Source: an optimization exercise on an open RTL-to-GDS flow (aim: small area, a short achievable clock period and few clock cycles per item). Production flows keep margins and buffers that such runs may drop.
The RTL was checked by simulation tests, not by an equivalence proof against the original design.

==> flow/design.v <==
package cnn_pkg;
    localparam int DATA_W    = 16;   
    localparam int FRAC_BITS = 8;
    localparam int ACC_W     = 32;   
    localparam logic signed [DATA_W-1:0] CONV_WEIGHT = 16'sd16;   
    localparam logic signed [DATA_W-1:0] FC1_WEIGHT = 16'sd8;   
    localparam logic signed [DATA_W-1:0] FC2_WEIGHT = 16'sd16;  
    localparam logic signed [DATA_W-1:0] FC1_BIAS = 16'sd0;
    localparam logic signed [DATA_W-1:0] FC2_BIAS = 16'sd0;
    localparam logic [1:0] SCAN_IDLE = 2'd0;   
    localparam logic [1:0] SCAN_RUN  = 2'd1;   
    localparam logic [1:0] SCAN_HOLD = 2'd2;   
    localparam logic [1:0] FC_IDLE   = 2'd0;
    localparam logic [1:0] FC_HIDDEN = 2'd1;   
    localparam logic [1:0] FC_OUTPUT = 2'd2;   
endpackage
module window_scanner #(
    parameter int IN_SIZE      = 4,
    parameter int KERNEL_SIZE  = 3,
    parameter int OUT_SIZE     = IN_SIZE - KERNEL_SIZE + 1,
    parameter int PATCH_LEN    = KERNEL_SIZE * KERNEL_SIZE,
    parameter int MAP_LEN      = OUT_SIZE * OUT_SIZE,
    parameter int POS_W        = (MAP_LEN > 1) ? $clog2(MAP_LEN) : 1
) (
    input  logic                         clk,
    input  logic                         rst,
    input  logic                         start,
    input  logic [IN_SIZE*IN_SIZE*16-1:0] image,   
    input  logic                         fc_ready,
    output logic                         ready,
    output logic [PATCH_LEN*16-1:0]      patch,    
    output logic                         patch_valid,
    output logic [POS_W-1:0]             patch_pos,
    output logic                         maps_valid
);
    localparam int CNT_W = (OUT_SIZE > 1) ? $clog2(OUT_SIZE) : 1;
    logic [1:0]                    state;
    logic [CNT_W-1:0]              row;   
    logic [CNT_W-1:0]              col;   
    logic [IN_SIZE*IN_SIZE*16-1:0] image_q;
    logic                          accept;
    logic                          last_col;
    logic                          last_row;
    assign ready       = (state == cnn_pkg::SCAN_IDLE);
    assign accept      = start && ready;
    assign patch_valid = (state == cnn_pkg::SCAN_RUN);
    assign maps_valid  = (state == cnn_pkg::SCAN_HOLD) && fc_ready;   
    assign last_col  = (col == CNT_W'(OUT_SIZE - 1));
    assign last_row  = (row == CNT_W'(OUT_SIZE - 1));
    assign patch_pos = POS_W'(row * OUT_SIZE + col);   
    always_ff @(posedge clk) begin
        if (accept) begin
            image_q <= image;
        end
    end
    always_ff @(posedge clk or posedge rst) begin
        if (rst) begin
            state <= cnn_pkg::SCAN_IDLE;
            row   <= '0;
            col   <= '0;
        end else begin
            case (state)
                cnn_pkg::SCAN_IDLE: begin
                    if (accept) begin
                        row   <= '0;
                        col   <= '0;
                        state <= cnn_pkg::SCAN_RUN;
                    end
                end
                cnn_pkg::SCAN_RUN: begin
                    if (last_col) begin
                        col <= '0;
                        if (last_row) begin
                            row   <= '0;
                            state <= cnn_pkg::SCAN_HOLD;   
                        end else begin
                            row <= row + 1'b1;
                        end
                    end else begin
                        col <= col + 1'b1;
                    end
                end
                cnn_pkg::SCAN_HOLD: begin
                    if (fc_ready) begin
                        state <= cnn_pkg::SCAN_IDLE;
                    end
                end
                default: state <= cnn_pkg::SCAN_IDLE;
            endcase
        end
    end
    for (genvar m = 0; m < KERNEL_SIZE; m++) begin : g_row
        for (genvar n = 0; n < KERNEL_SIZE; n++) begin : g_col
            assign patch[(m * KERNEL_SIZE + n) * 16 +: 16] =
                image_q[((int'(row) + m) * IN_SIZE + int'(col) + n) * 16 +: 16];
        end
    end
endmodule
module conv_channel #(
    parameter int KERNEL_SIZE  = 3,
    parameter int OUT_SIZE     = 2,
    parameter int PATCH_LEN    = KERNEL_SIZE * KERNEL_SIZE,
    parameter int MAP_LEN      = OUT_SIZE * OUT_SIZE,
    parameter int POS_W        = (MAP_LEN > 1) ? $clog2(MAP_LEN) : 1
) (
    input  logic                   clk,
    input  logic                   rst,
    input  logic [PATCH_LEN*16-1:0] patch,
    input  logic                   patch_valid,
    input  logic [POS_W-1:0]       patch_pos,
    output logic [MAP_LEN*16-1:0]  map         
);
    logic signed [cnn_pkg::ACC_W-1:0]  acc;
    logic signed [cnn_pkg::ACC_W-1:0]  scaled;
    logic signed [cnn_pkg::DATA_W-1:0] conv_val;
    logic signed [cnn_pkg::DATA_W-1:0] relu_val;
    always_comb begin
        acc = '0;
        for (int i = 0; i < PATCH_LEN; i++) begin
            acc = acc + $signed(patch[i * 16 +: 16]) * cnn_pkg::CONV_WEIGHT;   
        end
    end
    assign scaled   = acc >>> cnn_pkg::FRAC_BITS;
    assign conv_val = scaled[cnn_pkg::DATA_W-1:0];   
    assign relu_val = conv_val[cnn_pkg::DATA_W-1] ? '0 : conv_val;
    always_ff @(posedge clk or posedge rst) begin
        if (rst) begin
            map <= '0;
        end else if (patch_valid) begin
            map[patch_pos * 16 +: 16] <= relu_val;
        end
    end
endmodule
module fc_stage #(
    parameter int FLAT_LEN    = 16,
    parameter int FC1_NEURONS = 8
) (
    input  logic                       clk,
    input  logic                       rst,
    input  logic [FLAT_LEN*16-1:0]     flat,    
    input  logic                       maps_valid,
    output logic                       fc_ready,
    output logic signed [15:0]         result,
    output logic                       done
);
    localparam int IDX_W = (FC1_NEURONS > 1) ? $clog2(FC1_NEURONS) : 1;
    logic [1:0]       state;
    logic [IDX_W-1:0] idx;   
    logic             capture;
    logic             last_neuron;
    logic [FLAT_LEN*16-1:0]    flat_q;
    logic [FC1_NEURONS*16-1:0] hidden;
    logic signed [cnn_pkg::ACC_W-1:0]  fc1_acc;
    logic signed [cnn_pkg::ACC_W-1:0]  fc1_scaled;
    logic signed [cnn_pkg::DATA_W-1:0] hid_val;
    logic signed [cnn_pkg::ACC_W-1:0]  fc2_acc;
    logic signed [cnn_pkg::ACC_W-1:0]  fc2_scaled;
    logic signed [cnn_pkg::DATA_W-1:0] out_val;
    assign fc_ready    = (state == cnn_pkg::FC_IDLE);
    assign capture     = fc_ready && maps_valid;
    assign last_neuron = (idx == IDX_W'(FC1_NEURONS - 1));
    always_comb begin
        fc1_acc = '0;
        for (int i = 0; i < FLAT_LEN; i++) begin
            fc1_acc = fc1_acc + $signed(flat_q[i * 16 +: 16]) * cnn_pkg::FC1_WEIGHT;
        end
    end
    assign fc1_scaled = fc1_acc >>> cnn_pkg::FRAC_BITS;
    assign hid_val    = fc1_scaled[cnn_pkg::DATA_W-1:0] + cnn_pkg::FC1_BIAS;   
    always_comb begin
        fc2_acc = '0;
        for (int j = 0; j < FC1_NEURONS; j++) begin
            fc2_acc = fc2_acc + $signed(hidden[j * 16 +: 16]) * cnn_pkg::FC2_WEIGHT;
        end
    end
    assign fc2_scaled = fc2_acc >>> cnn_pkg::FRAC_BITS;
    assign out_val    = fc2_scaled[cnn_pkg::DATA_W-1:0] + cnn_pkg::FC2_BIAS;
    always_ff @(posedge clk) begin
        if (capture) begin
            flat_q <= flat;   
        end
        if (state == cnn_pkg::FC_HIDDEN) begin
            hidden[idx * 16 +: 16] <= hid_val;
        end
    end
    always_ff @(posedge clk or posedge rst) begin
        if (rst) begin
            state  <= cnn_pkg::FC_IDLE;
            idx    <= '0;
            result <= '0;
            done   <= 1'b0;
        end else begin
            done <= 1'b0;   
            case (state)
                cnn_pkg::FC_IDLE: begin
                    if (capture) begin
                        idx   <= '0;
                        state <= cnn_pkg::FC_HIDDEN;
                    end
                end
                cnn_pkg::FC_HIDDEN: begin
                    if (last_neuron) begin
                        idx   <= '0;
                        state <= cnn_pkg::FC_OUTPUT;
                    end else begin
                        idx <= idx + 1'b1;
                    end
                end
                cnn_pkg::FC_OUTPUT: begin
                    result <= out_val;
                    done   <= 1'b1;
                    state  <= cnn_pkg::FC_IDLE;
                end
                default: state <= cnn_pkg::FC_IDLE;
            endcase
        end
    end
endmodule
module cnn_infer_top #(
    parameter int IN_SIZE     = 4,
    parameter int KERNEL_SIZE = 3,
    parameter int NUM_FILTERS = 4,
    parameter int FC1_NEURONS = 8
) (
    input  logic                          clk,
    input  logic                          rst,
    input  logic                          start,
    input  logic [IN_SIZE*IN_SIZE*16-1:0] image,    
    output logic                          ready,
    output logic signed [15:0]            result,
    output logic                          done
);
    localparam int OUT_SIZE  = IN_SIZE - KERNEL_SIZE + 1;
    localparam int PATCH_LEN = KERNEL_SIZE * KERNEL_SIZE;
    localparam int MAP_LEN   = OUT_SIZE * OUT_SIZE;
    localparam int FLAT_LEN  = NUM_FILTERS * MAP_LEN;
    localparam int POS_W     = (MAP_LEN > 1) ? $clog2(MAP_LEN) : 1;
    logic [PATCH_LEN*16-1:0] patch;
    logic                    patch_valid;
    logic [POS_W-1:0]        patch_pos;
    logic                    maps_valid;
    logic                    fc_ready;
    logic [FLAT_LEN*16-1:0]  flat;
    window_scanner #(
        .IN_SIZE     (IN_SIZE),
        .KERNEL_SIZE (KERNEL_SIZE)
    ) i_scanner (
        .clk         (clk),
        .rst         (rst),
        .start       (start),
        .image       (image),
        .fc_ready    (fc_ready),
        .ready       (ready),
        .patch       (patch),
        .patch_valid (patch_valid),
        .patch_pos   (patch_pos),
        .maps_valid  (maps_valid)
    );
    for (genvar f = 0; f < NUM_FILTERS; f++) begin : g_conv
        conv_channel #(
            .KERNEL_SIZE (KERNEL_SIZE),
            .OUT_SIZE    (OUT_SIZE)
        ) i_channel (
            .clk         (clk),
            .rst         (rst),
            .patch       (patch),
            .patch_valid (patch_valid),
            .patch_pos   (patch_pos),
            .map         (flat[f * MAP_LEN * 16 +: MAP_LEN * 16])   
        );
    end
    fc_stage #(
        .FLAT_LEN    (FLAT_LEN),
        .FC1_NEURONS (FC1_NEURONS)
    ) i_fc (
        .clk         (clk),
        .rst         (rst),
        .flat        (flat),
        .maps_valid  (maps_valid),
        .fc_ready    (fc_ready),
        .result      (result),
        .done        (done)
    );
endmodule
==> flow/run.sh <==
#!/bin/bash
# synth_recipe.tcl (not shown) runs the flow's synth.tcl, then flattens the netlist and writes it again
# the make line also repeats each setting of config.mk as NAME=value (left out here)
make -C /OpenROAD-flow-scripts/flow DESIGN_CONFIG=/design/flow/config.mk WORK_HOME=/design/flow/orfs CLKGATE_MAP_FILE= SYNTH_SCRIPT=/design/flow/synth_recipe.tcl finish
==> flow/config.mk <==
export PLATFORM = sky130hd
export DESIGN_NAME = cnn_infer_top
export DESIGN_NICKNAME = cnn_infer_top
export VERILOG_FILES = /design/flow/design.v
export SDC_FILE = /design/flow/constraint.sdc
export NUM_CORES = 4
export LEC_CHECK = 0
export CAP_MARGIN = 20
export CORE_MARGIN = 2
export CORE_UTILIZATION = 40
export SLEW_MARGIN = 20
==> flow/constraint.sdc <==
create_clock -name core_clock -period 9.0 [get_ports {clk}]
set_input_delay 1.8000 -clock core_clock [delete_from_list [all_inputs] [get_ports {clk}]]
set_output_delay 1.8000 -clock core_clock [all_outputs]
set_load 0.01 [all_outputs]
==> flow_metrics.py <==
metrics = {
    "timing": {
        "rsz0062_at_grt": "false",
        "timing_hold_violations_final": 0,
        "finClkSkew_ps": 34.7,
        "setup_violations": 0,
        "slew_headroom": 0.277,
        "drv_slew": 0,
        "holdWs_ps": 441,
        "fmax_mhz": 117,
        "layout_setup_ws_ps": 474,
        "finalCritPeriodShare": 0.947,
        "final.min_clock_period_ps": 8530,
        "tightest_slew_ps": 1080,
        "fin_setup_tns_ps": 0,
    },
    "logic_synthesis": {
        "synth_compound_area_frac": 0.0947,
        "synth_mux_area_frac": 0.0502,
        "ys_seq_area_frac": 0.535,
        "synthFlopType": "edfxtp_1",
        "synth_top_area_cell": "edfxtp_1",
        "yosys.area.top_type_share": 0.392,
        "ys_top_cells_by_area": "edfxtp_1, fa_1, dfrtp_1",
        "ys_ff_latch": 922,
        "netlist_area_um2": 49100,
        "synth-edff-count": 640,
        "synth-simple-area-share": 0.0552,
        "avgSynthCellArea_um2": 14.1,
        "postSynthCellCount": 3477,
        "yosys.area_share.xor_xnor": 0.0140,
        "syn_nets": 4270,
        "synth_top_family_by_area": "adder cells",
        "yosys_warnings": 3,
        "ys_types": 78,
        "async_flop_share": 0.306,
        "synthAdderAreaFrac": 0.199,
    },
    "detailed_routing": {
        "wl_per_cell_um": 19.8,
        "drt_pass1_iterations": 7,
        "drc": 0,
        "vias": 27900,
        "finalWirelength_um": 109000,
        "ant_nets": 0,
        "first_iter_violations": 2113,
        "vias_per_cell": 5.07,
    },
    "final_layout": {
        "nNetsFinal": 4585,
        "multi_input_area_um2": 20400,
        "layout_common_cells": "edfxtp_1, inv_1, fa_1",
        "mostFrequentLayoutCell": "edfxtp_1",
        "diodes": 0,
        "drive_above_1_share": 0.109,
        "regArea_um2": 26300,
        "area_growth_pct": 17.4,
        "nFillCells": 10700,
    },
    "hold_path": {
        "hp-class": "register to register",
    },
    "clock_tree": {
        "cts_tree": "done",
        "cts_buffers": 100,
        "cts_root_buffer": "clkbuf_16",
        "clock_path_buffers": 3,
        "clk_pin_slew_ps": 60,
        "htree_levels": 3,
        "clk_latency_ps": 690,
        "cts.sinks": 922,
    },
    "global_routing": {
        "antenna_found_initial": 0,
        "grt_overflow_total": 0,
        "grt_pass1_wl_um": 173000,
        "grt_pass1_vias": 29700,
        "gr-usage-all-layers": 0.176,
        "grt_max_degree": 193,
    },
    "placed_design": {
        "io_buffers": 276,
        "place_congestion": 0.849,
        "dp_slack_ps": 121,
        "hpwl_um": 79100,
    },
    "die": {
        "die-area_um2": 126000,
        "start_util": 0.403,
        "ios": 277,
        "rows": 128,
        "dieWidth_um": 354,
        "die_h_um": 354,
        "core_um2": 122000,
    },
    "setup_path": {
        "cp.buffers_inverters": 9,
        "crit_family": "adder cells",
        "crit_path_start_kind": "register",
        "criticalPathCategory": "register to register",
        "crit_fanout": 24,
        "crit_required_ps": 9590,
        "worst_path_largest_cell_delay_ps": 600,
        "arrival_ps": 9120,
        "slowest_stage": "dfrtp_4",
        "cp-end-kind": "register",
    },
    "status": {
        "status": "timing/DRC/antenna clean",
    },
    "run": {
        "cap_violations": 0,
    },
}
## sequential cells by signal, indices dropped and copies added (netlist names)
| name | flops |
|---|---|
| g_conv.i_channel.map | 256 |
| i_fc.flat_q | 256 |
| i_scanner.image_q | 256 |
| i_fc.hidden | 128 |
| i_fc.result | 16 |
| i_fc.idx | 3 |
| i_fc.state | 2 |
| i_scanner.state | 2 |
| i_fc.done | 1 |
| i_scanner.col | 1 |
| i_scanner.row | 1 |
## final timing paths
path	from	endpoint	slack, ps	depth (start not counted)
worst max-delay path	i_scanner.row	g_conv[3].i_channel.map[36]	470	34
worst min-delay path	g_conv[3].i_channel.map[15]	i_fc.flat_q[207]	440	0
worst max register to register	i_scanner.row	g_conv[3].i_channel.map[36]	470	34
worst min register to register	g_conv[3].i_channel.map[15]	i_fc.flat_q[207]	440	0
max in group asynchronous	rst	g_conv[3].i_channel.map[63]	5400	4
min in group asynchronous	rst	i_fc.result[4]	1560	2
## layout make-up
cell class | instances | share of cell area
flip-flops and latches | 922 | 0.456
multi-input cells | 1910 | 0.354
repair buffers | 340 | 0.0590
well taps | 1625 | 0.0353
inverters | 518 | 0.0339
clock inverters | 60 | 0.0134
clock buffers | 129 | 0.0479
## stage by stage
stage          instances   util  area, um^2
6_report            5504  0.473       57600
5_1_grt             5504  0.473       57600
4_1_cts             5498  0.472       57500
3_5_place_dp        5309  0.443       53900
3_3_place_gp        5307  0.443       53900
2_1_floorplan       3477      -       49100
## cells in the mapped netlist, types with 9 or more instances
cell and count:
o21ai_1 25, mux2_2 22, a21o_1 63, nand2_1 211, o21ai_2 37, xnor2_1 52
nor2b_1 16, a31oi_1 11, o21a_1 14, xor2_1 23, mux2i_1 46, nor2_1 88
o21ai_0 86, o31ai_1 9, edfxtp_1 640, a21oi_1 84, a211oi_1 30, ha_1 122
a22o_1 218, clkbuf_1 88, fa_1 412, mux4_2 78, or3_1 15, nor3_1 34
buf_6 9, and2_1 47, nor4_4 10, dfrtp_1 282, nand2b_1 19, inv_1 518
buf_1 16, nand3_1 23
## kinds of logic after synthesis
kind of cell,after synthesis
compound gates,633
buf+inv,645
flops,922
xor+xnor,77
mux,146
fa+ha+maj,534
simple gates,520
## layer usage
layer  track usage  vias up  share of wire
li1              -    12800              -
met1         0.239    14300           0.43
met2         0.301      675           0.50
met3        0.0267      118          0.045
met4        0.0373        0          0.018
met5             0        -              0
## repair_timing
| item | 4_1_cts | 5_1_grt |
|---|---|---|
| buffers inserted | 0 | 4 |
| setup endpoints to repair | 0 | 176 |
| resized for setup | 0 | 7 |
| hold buffers | 0 | 0 |
| endpoints found under the hold margin | 0 | 0 |
Testbench counts, summed over its fixed seeds: cycles 32,048, items 3,200.

==> what the ideal ports hide <==
How much do the figures lean on ideal ports? The routed layout below was timed once more, with nothing changed but the port constraints.
Step 1 sets driving cells, clkbuf_16 on the clock port and buf_2 on the other inputs (assumed; they add their load-dependent delay and slew).
Step 2, shift: input delay + t, output delay - t, t = (earliest + latest rising clock arrival at the registers) / 2. This alone moves slack from input paths to output paths.
Three values: no drivers, after step 1, after step 2; two values: the first two.
shift t [ns]: 0.737
setup slack, ns: 0.474 / 0.474 / 0.474
worst data-port slew with drivers (ns): 0.12
After both steps this run still meets setup and hold. The setup slack of this run moves by 0.000 ns with the drivers and by 0.000 ns with both steps.
